From an optimization exercise on the open Yosys and OpenROAD flow, aimed at small area, a short achievable clock period and few clock cycles per item; shortcuts taken in it are not production practice.
In this exercise RTL edits were held to simulation tests only and were not proved equivalent to the original.
Power is estimated from default activity; no workload was simulated.

==> inputs of indigo <==
==> flow/design.v (excerpt) <==
module iir_biquad_mc #(
  parameter int DATA_W = 16,
  parameter int COEF_W = 18,
  parameter int FRAC_W = 16,
  parameter int NUM_CH = 4,
  localparam int CH_W  = (NUM_CH > 1) ? $clog2(NUM_CH) : 1,
  localparam int ACC_W = DATA_W + COEF_W + 3
) (
  input  logic              clk_i,
  input  logic              reset_ni,
  input  logic              in_valid_i,
  output logic              in_ready_o,
  input  logic [CH_W-1:0]   in_ch_i,
  input  logic [DATA_W-1:0] in_data_i,
  input  logic              bypass_i,
  input  logic              state_clr_i,
  input  logic              coef_we_i,
  input  logic [2:0]        coef_sel_i,
  input  logic [COEF_W-1:0] coef_data_i,
  output logic              out_valid_o,
  output logic [CH_W-1:0]   out_ch_o,
  output logic [DATA_W-1:0] out_data_o,
  output logic              out_sat_o
);
export LEC_CHECK = 0
export ABC_AREA = 1
export CAP_MARGIN = 20
export CORE_MARGIN = 2
export CORE_UTILIZATION = 75
export CTS_CLUSTER_DIAMETER = 90
export CTS_CLUSTER_SIZE = 25
export SLEW_MARGIN = 20
create_clock -name core_clock -period 14.0 [get_ports {clk_i}]
standard.sh (not shown) runs the stock make flow with config.mk's settings and CLKGATE_MAP_FILE= SYNTH_SCRIPT=/design/flow/synth_recipe.tcl, a recipe that flattens the netlist after the stock synthesis.
==> flow/flow/run.sh <==
#!/bin/bash
# Layout flow: the standard layout (standard.sh) with these changes:
#  - after the standard synthesis (unchanged), flow/polarity.py removes inverters between
#    full adders by choosing each full adder's polarity (registers and ports untouched);
#  - timing repair aims for setup slack of at least MARGIN ns at the design's clock period,
#    so the resizer sizes and buffers the pipeline for a short achieved period;
#  - port buffers use a plain buffer cell instead of the default delay-buffer choice;
#  - clock tree: sink clusters of at most 25 flip-flops within 90 um, no dummy loads.
# Logs: flow_synth.log, flow_polarity.log, flow_make.log here, and each step's under orfs/logs.
set -euo pipefail
MARGIN=10.15
R=orfs/results/sky130hd/iir_biquad_mc/base
bash standard.sh synth > flow_synth.log 2>&1
python3 flow/polarity.py "$R/1_2_yosys.v" > flow_polarity.log 2>&1
bash standard.sh "SETUP_SLACK_MARGIN=$MARGIN" \
  "BUFFER_PORTS_ARGS=-buffer_cell sky130_fd_sc_hd__buf_4" \
  "CTS_ARGS=-sink_clustering_enable -repair_clock_nets -sink_clustering_size 25 -sink_clustering_max_diameter 90 -dont_use_dummy_load" \
  finish > flow_make.log 2>&1
Other scripts of this flow, unchanged in this note and not shown: flow/flow/polarity.py
==> violet (differences from indigo) <==
--- a/flow/design.v
+++ b/flow/design.v
@@ -73,11 +73,11 @@
   logic [15:0] x0_q;
   logic        byp0_q;
   logic [7:0]  dg1n_q [5];                    
   logic [7:0]  dg2n_q [5];                    
   logic [7:0]  dgn_q [5];                     
-  logic [17:0] cf0n_q;                        
+  logic        byp1_q;                        
   logic [184:0] cs1_q;
   logic [37:0] cs2_q;
   logic        out_valid_q;
   logic [1:0]  out_ch_q;
   logic [15:0] out_data_q;
@@ -162,12 +162,11 @@
         dg2n_q[p][i] <= ~((opa[p][2*i+1] ^ opa[p][2*i]) &
                         ~(opa[p][2*i] ^ ((i == 0) ? 1'b0 : opa[p][(i == 0) ? 0 : 2*i-1])));
         dgn_q[p][i] <= opa[p][2*i+1] ^ (p >= 3);
       end
     end
-    cf0n_q <= byp0_q ? ~18'h10000 :
-              ((cw_v_q && cw_sel_q == 3'd0) ? ~cw_data_q : coefn_q[0]);
+    byp1_q <= byp0_q;
   end
   always_ff @(posedge clk_i) begin
     for (int c = 0; c < 4; c++) begin
       if (adv0 && ch0_q == 2'(c)) begin
         hx1_q[c] <= x0_q;
@@ -202,11 +201,11 @@
         end
       end
     end
   end
   logic [17:0] cfb_0, cfb_1, cfb_2, cfb_3, cfb_4;
-  assign cfb_0 = ~cf0n_q;
+  assign cfb_0 = byp1_q ? 18'h10000 : ~coefn_q[0];
   assign cfb_1 = ~coefn_q[1];
   assign cfb_2 = ~coefn_q[2];
   assign cfb_3 = ~coefn_q[3];
   assign cfb_4 = ~coefn_q[4];
   logic [7:0] dg1_0, dg1_1, dg1_2, dg1_3, dg1_4, dg2_0, dg2_1, dg2_2, dg2_3, dg2_4;
--- a/flow/config.mk
+++ b/flow/config.mk
@@ -6,9 +6,9 @@
 export NUM_CORES = 4
 export LEC_CHECK = 0
 export ABC_AREA = 1
 export CAP_MARGIN = 20
 export CORE_MARGIN = 2
-export CORE_UTILIZATION = 75
+export CORE_UTILIZATION = 60
 export CTS_CLUSTER_DIAMETER = 90
 export CTS_CLUSTER_SIZE = 25
 export SLEW_MARGIN = 20
==> juniper (differences from indigo) <==
--- a/flow/config.mk
+++ b/flow/config.mk
@@ -6,9 +6,9 @@
 export NUM_CORES = 4
 export LEC_CHECK = 0
 export ABC_AREA = 1
 export CAP_MARGIN = 20
 export CORE_MARGIN = 2
-export CORE_UTILIZATION = 75
+export CORE_UTILIZATION = 60
 export CTS_CLUSTER_DIAMETER = 90
 export CTS_CLUSTER_SIZE = 25
 export SLEW_MARGIN = 20
==> comparison table <==
| metric | violet | indigo | juniper |
|---|---|---|---|
| Outcome | complete, no violations | complete, no violations | complete, no violations |
| Multi-input combinational cell count | 3282 | 3350 | 3350 |
| Diodes inserted | 0 | 3 | 1 |
| Total via count in the routed design | 38400 | 42000 | 39200 |
| Internal Pwr Total | 0.00559 W | 0.00575 W | 0.00572 W |
| Sequential fraction of design power | 37.2% | 36.5% | 37.1% |
| Place WS | 9.68 ns | 9.94 ns | 9.72 ns |
| Placeable core region | 0.0882 mm^2 | 0.0716 mm^2 | 0.0899 mm^2 |
| Met3 demand-to-capacity share in global routing | 19.7% | 32.7% | 17.3% |
| Number of tap cells added at floorplan | 1165 | 950 | 1176 |
| Startpoint of the worst register-to-register path | dg2n_q[0][0] | cf0n_q[5] | coefn_q[1][7] |
| Proportion of cell area occupied by multi-input gates | 56.5% | 56.4% | 56.0% |
| Number of fill cells in the layout | 7127 | 4288 | 7286 |
| Clock power frac | 13.0% | 12.1% | 12.6% |
| Hold-critical path endpoint | cs2_q[37] | cs2_q[37] | ch3_q[1] |
| Fmax | 252 MHz | 252 MHz | 250 MHz |
| Number of clock buffer instances in the layout | 43 | 42 | 44 |
| Slack of the worst reg-to-reg path | 10.12 ns | 10.09 ns | 10.13 ns |
| Post-CTS setup buffers | 40 | 48 | 40 |
| Number of iterations in the first detailed-routing pass | 8 | 17 | 7 |
| Power density cells | 176 mW/mm^2 | 185 mW/mm^2 | 179 mW/mm^2 |
Testbench counts of indigo, summed over its fixed seeds: cycles 2,088, items 2,048.
Testbench counts of violet, summed over its fixed seeds: cycles 2,088, items 2,048.
Testbench counts of juniper, summed over its fixed seeds: cycles 2,088, items 2,048.

---

==> inputs of run X <==
Another version of the RTL of iir_biquad_mc (not shown whole).
clock: 14.0 ns
lec_check: 0
abc_area: 1
cap_margin: 20
core_margin: 2
core_utilization: 60
cts_cluster_diameter: 80
cts_cluster_size: 20
slew_margin: 20
==> flow/flow/run.sh <==
#!/bin/bash
# Layout flow: the standard layout (standard.sh) with these changes:
#  - after the standard synthesis (unchanged), flow/polarity.py removes inverters between
#    full adders by choosing each full adder's polarity (registers and ports untouched);
#  - timing repair aims for setup slack of at least MARGIN ns at the design's clock period,
#    so the resizer sizes and buffers the pipeline for a short achieved period;
#  - port buffers use a plain buffer cell instead of the default delay-buffer choice;
#  - clock tree: sink clusters of at most 20 flip-flops within 80 um, no dummy loads.
# Logs: flow_synth.log, flow_polarity.log, flow_make.log here, and each step's under orfs/logs.
set -euo pipefail
MARGIN=9.9
R=orfs/results/sky130hd/iir_biquad_mc/base
bash standard.sh synth > flow_synth.log 2>&1
python3 flow/polarity.py "$R/1_2_yosys.v" > flow_polarity.log 2>&1
bash standard.sh "SETUP_SLACK_MARGIN=$MARGIN" \
  "BUFFER_PORTS_ARGS=-buffer_cell sky130_fd_sc_hd__buf_4" \
  "CTS_ARGS=-sink_clustering_enable -repair_clock_nets -sink_clustering_size 20 -sink_clustering_max_diameter 80 -dont_use_dummy_load" \
  finish > flow_make.log 2>&1
Other scripts of this flow, unchanged in this note and not shown: flow/flow/polarity.py
==> run E: changes against run X <==
--- a/flow/flow/run.sh
+++ b/flow/flow/run.sh
@@ -9,5 +9,5 @@
 # Logs: flow_synth.log, flow_polarity.log, flow_make.log here, and each step's under orfs/logs.
 set -euo pipefail
-MARGIN=9.9
+MARGIN=9.96
 R=orfs/results/sky130hd/iir_biquad_mc/base
 bash standard.sh synth > flow_synth.log 2>&1
Settings changed: CORE_UTILIZATION 60 to 70.
==> notes <==
Clock skew: run X is higher than run E (0.042 ns). Sequential power is about the same in run E and run X. Total power: run X is lower than run E (about 1.1%). Cell count: run E is lower than run X (2.2%). In run X the register-to-register slack is worse than in run E, by 0.12 ns. Synthesized cell count is the same in run E and run X. In run E the via count is higher than in run X, by about 1.8%. Die area: run X is higher than run E (16%).
==> figures <==
	run X	run E
Status	complete, no violations	complete, no violations
Relative contribution of combinational cells to total power	47.6%	48.4%
Global routing met2 resource utilization	56.4%	65.1%
Vias in the first global route	37900	39100
Plain + repair buffers	118	125
Net switching fraction of the power	42.7%	43.0%
Met3 wirelength from detailed routing	31300 um	32200 um
Power of the sequential group	3810 uW	3800 uW
Worst EP required	14.52 ns	14.50 ns
Share of cell area taken by multi-input logic gates	56.6%	56.7%
Clock network share of area	2.37%	2.33%
Transition time of the tightest slew-check pin	1.33 ns	1.28 ns
Min Hold Slack	0.344 ns	0.356 ns
Largest net degree at the start of global routing	65	91
Slew HR	11.5%	14.5%
Clock insertion delay at the later pin of the skew report	0.68 ns	0.65 ns
Power dissipated by switching net loads	4270 uW	4350 uW
Peak per-stage delay on the critical path	1.21 ns	0.98 ns
Testbench counts of run X, summed over its fixed seeds: cycles 2,088, items 2,048.
Testbench counts of run E, summed over its fixed seeds: cycles 2,088, items 2,048.

[afterwards: timing with drivers on the ports]
The results above use ideal ports. As a check the final layouts listed here were re-extracted and re-timed, cells and wires unchanged.
Step 1 (the two cells are an assumption about what drives the block):
set clk [get_ports {clk_i}]
set_driving_cell -lib_cell sky130_fd_sc_hd__clkbuf_16 $clk
set_driving_cell -lib_cell sky130_fd_sc_hd__buf_2 [delete_from_list [all_inputs] $clk]
Step 2, shift: input delay + t, output delay - t, t = (earliest + latest rising clock arrival at the registers) / 2. This alone moves slack from input paths to output paths.
Slacks: ideal / step 1 / step 2; pairs: ideal / step 1.
| run | shift t [ns] | slack for setup (ns) | slew at the worst register clock pin (ns) | worst data-port slew with drivers (ns) |
|---|---|---|---|---|
| indigo | 0.684 | 10.024 / 9.954 / 9.952 | 0.10 / 0.10 | 0.05 |
| violet | 0.686 | 10.037 / 9.968 / 9.852 | 0.10 / 0.10 | 0.06 |
| juniper | 0.702 | 10.002 / 9.929 / 9.750 | 0.10 / 0.10 | 0.05 |
| run X | 0.698 | 9.832 / 9.832 / 9.832 | 0.09 / 0.09 | 0.07 |
| run E | 0.693 | 9.948 / 9.936 / 9.948 | 0.09 / 0.09 | 0.05 |
After both steps every run listed still meets setup and hold. The setup slack of juniper, which loses most, moves by -0.073 ns with the drivers and by -0.252 ns with both steps. The worst setup slack also covers recovery checks on asynchronous resets.
